Source: an optimization exercise on an open RTL-to-GDS flow (aim: small area). Production flows keep margins and buffers that such runs may drop.
The RTL was checked by simulation tests, not by an equivalence proof against the original design.
Power figures rest on the tool's default switching activity, not on a simulated workload. The flow treats the clock pin as an ideal source, which a real chip does not have.

== run B ==
==> flow/design.v <==
package branch_target_buffer_pkg;
  localparam int XLEN = 32;
  typedef enum logic [1:0] {
    PCp4_I,
    Jump_R,
    Branch_C,
    Trap_C
  } pcSrc;
  localparam logic [1:0] BTB_CTR_RESET = 2'b01;
  localparam logic [XLEN-1:0] EVEN_MASK = {{(XLEN-1){1'b1}}, 1'b0};
  typedef struct packed {
    logic            valid;
    logic [XLEN-1:0] tag;
    logic [XLEN-1:0] target;
    logic [1:0]      ctr;
  } btbEntry;
  typedef struct packed {
    logic            v;
    logic [XLEN-1:0] pc;
    logic            pred;
    logic [XLEN-1:0] tgt;
  } btbSlot;
endpackage
module branch_target_buffer_counter (
  input  logic [1:0] ctr,
  input  logic       taken,
  output logic [1:0] ctr_next
);
  always_comb begin
    ctr_next = ctr;
    if (taken && ctr != 2'b11)       ctr_next = ctr + 2'd1;
    else if (!taken && ctr != 2'b00) ctr_next = ctr - 2'd1;
  end
endmodule
import branch_target_buffer_pkg::*;
module branch_target_buffer
#(
  parameter int ENTRIES = 16
) (
  input  logic            clk,
  input  logic            reset,
  input  logic [branch_target_buffer_pkg::XLEN-1:0] PC_I,
  output logic            Predict,
  output logic [branch_target_buffer_pkg::XLEN-1:0] Prediction,
  input  logic            StallI,
  input  logic            StallR,
  input  logic            FlushIR,
  input  logic            FlushRC,
  input  branch_target_buffer_pkg::pcSrc PCSrc_R,
  input  logic [branch_target_buffer_pkg::XLEN-1:0] PCpImm_R,
  input  logic            IsControl_C,
  input  logic            IsJump_C,
  input  logic            Taken_C,
  input  logic [branch_target_buffer_pkg::XLEN-1:0] Target_C,
  output logic            PredictionCorrect_R,
  output logic            PredictionCorrect_C
);
  localparam int IDX = $clog2(ENTRIES);
  localparam int TW  = XLEN - IDX - 2;    
  logic [ENTRIES-1:0]           valid_q;
  logic [ENTRIES-1:0][TW-1:0]   tag_q;
  logic [ENTRIES-1:0][XLEN-1:1] target_q;
  logic [ENTRIES-1:0][1:0]      ctr_q;
  logic            r_v_q, r_pred_q, r_hit_q;
  logic [XLEN-1:2] r_pc_q;
  logic [XLEN-1:1] r_tgt_q;
  logic            c_v_q, c_pred_q, c_hit_q;
  logic [XLEN-1:2] c_pc_q;
  logic [XLEN-1:1] c_tgt_q;
  logic [IDX-1:0] idx_i;
  logic           hit_i;
  logic [ENTRIES-1:0] sel_i, selv_i;
  logic               e_v, e_c1;
  logic [TW-1:0]      e_tag;
  logic [XLEN-1:1]    e_tgt;
  assign idx_i = PC_I[IDX+1:2];
  logic [3:0]          g_v, g_c1;
  logic [3:0][TW-1:0]  g_tag;
  logic [3:0][XLEN-1:1] g_tgt;
  always_comb begin
    for (int i = 0; i < ENTRIES; i++) begin
      sel_i[i]  = (idx_i == IDX'(i));
      selv_i[i] = sel_i[i] & valid_q[i];    
    end
    for (int k = 0; k < 4; k++) begin
      g_v[k]   = ((sel_i[4*k]   & valid_q[4*k])   | (sel_i[4*k+1] & valid_q[4*k+1])) |
                 ((sel_i[4*k+2] & valid_q[4*k+2]) | (sel_i[4*k+3] & valid_q[4*k+3]));
      g_c1[k]  = ((sel_i[4*k]   & ctr_q[4*k][1])   | (sel_i[4*k+1] & ctr_q[4*k+1][1])) |
                 ((sel_i[4*k+2] & ctr_q[4*k+2][1]) | (sel_i[4*k+3] & ctr_q[4*k+3][1]));
      g_tag[k] = (({TW{sel_i[4*k]}}   & tag_q[4*k])   | ({TW{sel_i[4*k+1]}} & tag_q[4*k+1])) |
                 (({TW{sel_i[4*k+2]}} & tag_q[4*k+2]) | ({TW{sel_i[4*k+3]}} & tag_q[4*k+3]));
      g_tgt[k] = (({(XLEN-1){selv_i[4*k]}}   & target_q[4*k])   | ({(XLEN-1){selv_i[4*k+1]}} & target_q[4*k+1])) |
                 (({(XLEN-1){selv_i[4*k+2]}} & target_q[4*k+2]) | ({(XLEN-1){selv_i[4*k+3]}} & target_q[4*k+3]));
    end
    e_v   = (g_v[0]   | g_v[1])   | (g_v[2]   | g_v[3]);
    e_c1  = (g_c1[0]  | g_c1[1])  | (g_c1[2]  | g_c1[3]);
    e_tag = (g_tag[0] | g_tag[1]) | (g_tag[2] | g_tag[3]);
    e_tgt = (g_tgt[0] | g_tgt[1]) | (g_tgt[2] | g_tgt[3]);
  end
  assign hit_i = e_v && (e_tag == PC_I[XLEN-1:IDX+2]);
  assign Predict    = hit_i && e_c1;
  assign Prediction = hit_i ? {e_tgt, 1'b0} : '0;
  logic [IDX-1:0] idx_c;
  logic [1:0]     ctr_c, ctr_step, ctr_new;
  logic           train, wr, wr_ctr, alloc;
  assign idx_c  = c_pc_q[IDX+1:2];
  assign ctr_c  = ctr_q[idx_c];
  assign train  = c_v_q && IsControl_C && !StallR;
  assign wr     = train && (Taken_C || (c_hit_q && IsJump_C));
  assign wr_ctr = train && (Taken_C || c_hit_q);
  assign alloc  = train && !c_hit_q && Taken_C;
  branch_target_buffer_counter u_ctr (
    .ctr      (ctr_c),
    .taken    (Taken_C),
    .ctr_next (ctr_step)
  );
  assign ctr_new = IsJump_C ? 2'b11 : (c_hit_q ? ctr_step : 2'b10);
  logic same_ic, eq_ic, same_rc, eq_rc;
  logic hit_i_new, r_hit_new;
  assign same_ic = (PC_I[IDX+1:2] == idx_c);
  assign eq_ic   = (PC_I[XLEN-1:IDX+2] == c_pc_q[XLEN-1:IDX+2]);
  assign same_rc = (r_pc_q[IDX+1:2] == idx_c);
  assign eq_rc   = (r_pc_q[XLEN-1:IDX+2] == c_pc_q[XLEN-1:IDX+2]);
  assign hit_i_new = (alloc && same_ic) ? eq_ic : hit_i;
  assign r_hit_new = (alloc && same_rc) ? eq_rc : r_hit_q;
  always_ff @(posedge clk or posedge reset) begin
    if (reset) begin
      valid_q <= '0;
      r_v_q   <= 1'b0;
      c_v_q   <= 1'b0;
    end else begin
      for (int i = 0; i < ENTRIES; i++)
        if (wr && (idx_c == IDX'(i))) valid_q[i] <= 1'b1;
      if (FlushIR)      r_v_q <= 1'b0;
      else if (!StallI) r_v_q <= 1'b1;
      if (FlushRC)      c_v_q <= 1'b0;
      else if (!StallR) c_v_q <= (StallI && !FlushIR) ? 1'b0 : r_v_q;
    end
  end
  always_ff @(posedge clk) begin
    for (int i = 0; i < ENTRIES; i++) begin
      if (wr && (idx_c == IDX'(i))) begin
        tag_q[i]    <= c_pc_q[XLEN-1:IDX+2];
        target_q[i] <= Target_C[XLEN-1:1];
      end
      if (wr_ctr && (idx_c == IDX'(i))) ctr_q[i] <= ctr_new;
    end
    if (!StallI) begin
      r_pc_q   <= PC_I[XLEN-1:2];
      r_pred_q <= Predict;
      r_tgt_q  <= e_tgt;    
      r_hit_q  <= hit_i_new;
    end else begin
      r_hit_q  <= r_hit_new;
    end
    if (!StallR) begin
      c_pc_q   <= r_pc_q;
      c_pred_q <= r_pred_q;
      c_tgt_q  <= r_tgt_q;
      c_hit_q  <= r_hit_new;
    end
  end
  assign PredictionCorrect_R = r_v_q && r_pred_q && (PCSrc_R == Jump_R) &&
                               (r_tgt_q == PCpImm_R[XLEN-1:1]);
  assign PredictionCorrect_C = c_v_q && IsControl_C && (c_pred_q == Taken_C) &&
                               (!Taken_C || (c_tgt_q == Target_C[XLEN-1:1]));
endmodule
export LEC_CHECK = 0
export CAP_MARGIN = 20
export CORE_MARGIN = 2
export CORE_UTILIZATION = 40
export SLEW_MARGIN = 20
create_clock -name core_clock -period 7.0 [get_ports {clk}]
standard.sh (not shown) runs the stock make flow with config.mk's settings and CLKGATE_MAP_FILE= SYNTH_SCRIPT=/design/flow/synth_recipe.tcl, a recipe that flattens the netlist after the stock synthesis.
==> flow/flow/run.sh <==
#!/bin/bash
# Standard layout, except:
#  - synthesis maps the logic with an area-oriented ABC script (abc_area_nf.script);
#  - ports are buffered with buf_1;
#  - the clock tree uses clkbuf_16 sink clusters of up to 30 and no dummy loads.
# Each tool's output goes to the ORFS logs under orfs/logs; make's output to *.log here.
set -euo pipefail
HERE=$(pwd)
rm -rf "$HERE/scripts_mod"
cp -r "$FLOW_HOME/scripts" "$HERE/scripts_mod"
cp "$HERE/flow/abc_area_nf.script" "$HERE/scripts_mod/abc_speed.script"
export BUFFER_PORTS_ARGS="-buffer_cell sky130_fd_sc_hd__buf_1"
export CTS_ARGS="-sink_clustering_enable -repair_clock_nets -dont_use_dummy_load -buf_list sky130_fd_sc_hd__clkbuf_16 -sink_clustering_size 30 -sink_clustering_max_diameter 100"
SCRIPTS_DIR="$HERE/scripts_mod" bash standard.sh synth > synth.log 2>&1
bash standard.sh > standard.log 2>&1
==> flow/flow/abc_area_nf.script <==
&get -n
&st
&dch -f
&nf -a -R 1000
&put
topo
Here is what was changed in the inputs of run F compared with run B.
--- a/flow/design.v
+++ b/flow/design.v
@@ -69,7 +69,7 @@
   logic [XLEN-1:1] c_tgt_q;
   logic [IDX-1:0] idx_i;
   logic           hit_i;
-  logic [ENTRIES-1:0] sel_i, selv_i;
+  logic [ENTRIES-1:0] sel_i;
   logic               e_v, e_c1;
   logic [TW-1:0]      e_tag;
   logic [XLEN-1:1]    e_tgt;
@@ -78,10 +78,7 @@
   logic [3:0][TW-1:0]  g_tag;
   logic [3:0][XLEN-1:1] g_tgt;
   always_comb begin
-    for (int i = 0; i < ENTRIES; i++) begin
-      sel_i[i]  = (idx_i == IDX'(i));
-      selv_i[i] = sel_i[i] & valid_q[i];    
-    end
+    for (int i = 0; i < ENTRIES; i++) sel_i[i] = (idx_i == IDX'(i));
     for (int k = 0; k < 4; k++) begin
       g_v[k]   = ((sel_i[4*k]   & valid_q[4*k])   | (sel_i[4*k+1] & valid_q[4*k+1])) |
                  ((sel_i[4*k+2] & valid_q[4*k+2]) | (sel_i[4*k+3] & valid_q[4*k+3]));
@@ -89,8 +86,8 @@
                  ((sel_i[4*k+2] & ctr_q[4*k+2][1]) | (sel_i[4*k+3] & ctr_q[4*k+3][1]));
       g_tag[k] = (({TW{sel_i[4*k]}}   & tag_q[4*k])   | ({TW{sel_i[4*k+1]}} & tag_q[4*k+1])) |
                  (({TW{sel_i[4*k+2]}} & tag_q[4*k+2]) | ({TW{sel_i[4*k+3]}} & tag_q[4*k+3]));
-      g_tgt[k] = (({(XLEN-1){selv_i[4*k]}}   & target_q[4*k])   | ({(XLEN-1){selv_i[4*k+1]}} & target_q[4*k+1])) |
-                 (({(XLEN-1){selv_i[4*k+2]}} & target_q[4*k+2]) | ({(XLEN-1){selv_i[4*k+3]}} & target_q[4*k+3]));
+      g_tgt[k] = (({(XLEN-1){sel_i[4*k]}}   & target_q[4*k])   | ({(XLEN-1){sel_i[4*k+1]}} & target_q[4*k+1])) |
+                 (({(XLEN-1){sel_i[4*k+2]}} & target_q[4*k+2]) | ({(XLEN-1){sel_i[4*k+3]}} & target_q[4*k+3]));
     end
     e_v   = (g_v[0]   | g_v[1])   | (g_v[2]   | g_v[3]);
     e_c1  = (g_c1[0]  | g_c1[1])  | (g_c1[2]  | g_c1[3]);
@@ -148,7 +145,7 @@
     if (!StallI) begin
       r_pc_q   <= PC_I[XLEN-1:2];
       r_pred_q <= Predict;
-      r_tgt_q  <= e_tgt;    
+      r_tgt_q  <= Prediction[XLEN-1:1];
       r_hit_q  <= hit_i_new;
     end else begin
       r_hit_q  <= r_hit_new;
## What came out
Status | run B and run F | clean. The highest clock frequency the design can meet reported for run F is smaller than that of run B by 5.0 MHz. Compared with run B, in run F clock latency on the worst-skew pair picked up an extra 0.03 ns, global routing met1 resource utilization picked up an extra 0.41 points, final total power picked up an extra about 1.1%, core utilization picked up an extra 0.29 points. Start point of the critical path = PC_I[5]: run B; start point of the critical path = PC_I[2]: run F. Per the comparison of run F with run B, post-route standard cell area excluding fillers moved up; compound-cell area share of the yosys netlist went up 0.86 points. The lower wire length of the first global-routing pass of run B and run F is in run B.

re-timing with driven ports:
No port has a modelled driver above. Below, the same layouts with a new extraction and two added sets of constraints.
Step 1 sets driving cells, clkbuf_16 on the clock port and buf_2 on the other inputs (assumed; they add their load-dependent delay and slew).
Step 2 adds t to the input delays and takes it off the output delays; t is the mean of the earliest and latest rising clock arrival at the registers after step 1. Input paths then give back, and output paths get back, about the clock's delay inside the block.
Three values: ideal, step 1, step 2; two values: the first two.
| run | t (ns) | setup WS [ns] | slew at the worst register clock pin (ns) | worst slew at a driven data input, ns | cell pins on the clock port's net |
|---|---|---|---|---|---|
| run B | 0.662 | 0.424 / 0.326 / 0.326 | 0.11 / 0.11 | 0.14 | 1 |
| run F | 0.682 | 0.202 / 0.170 / 0.170 | 0.11 / 0.11 | 0.19 | 1 |
After both steps every run listed still meets setup and hold. The setup slack of run B, which loses most, moves by -0.098 ns with the drivers and by -0.098 ns with both steps.
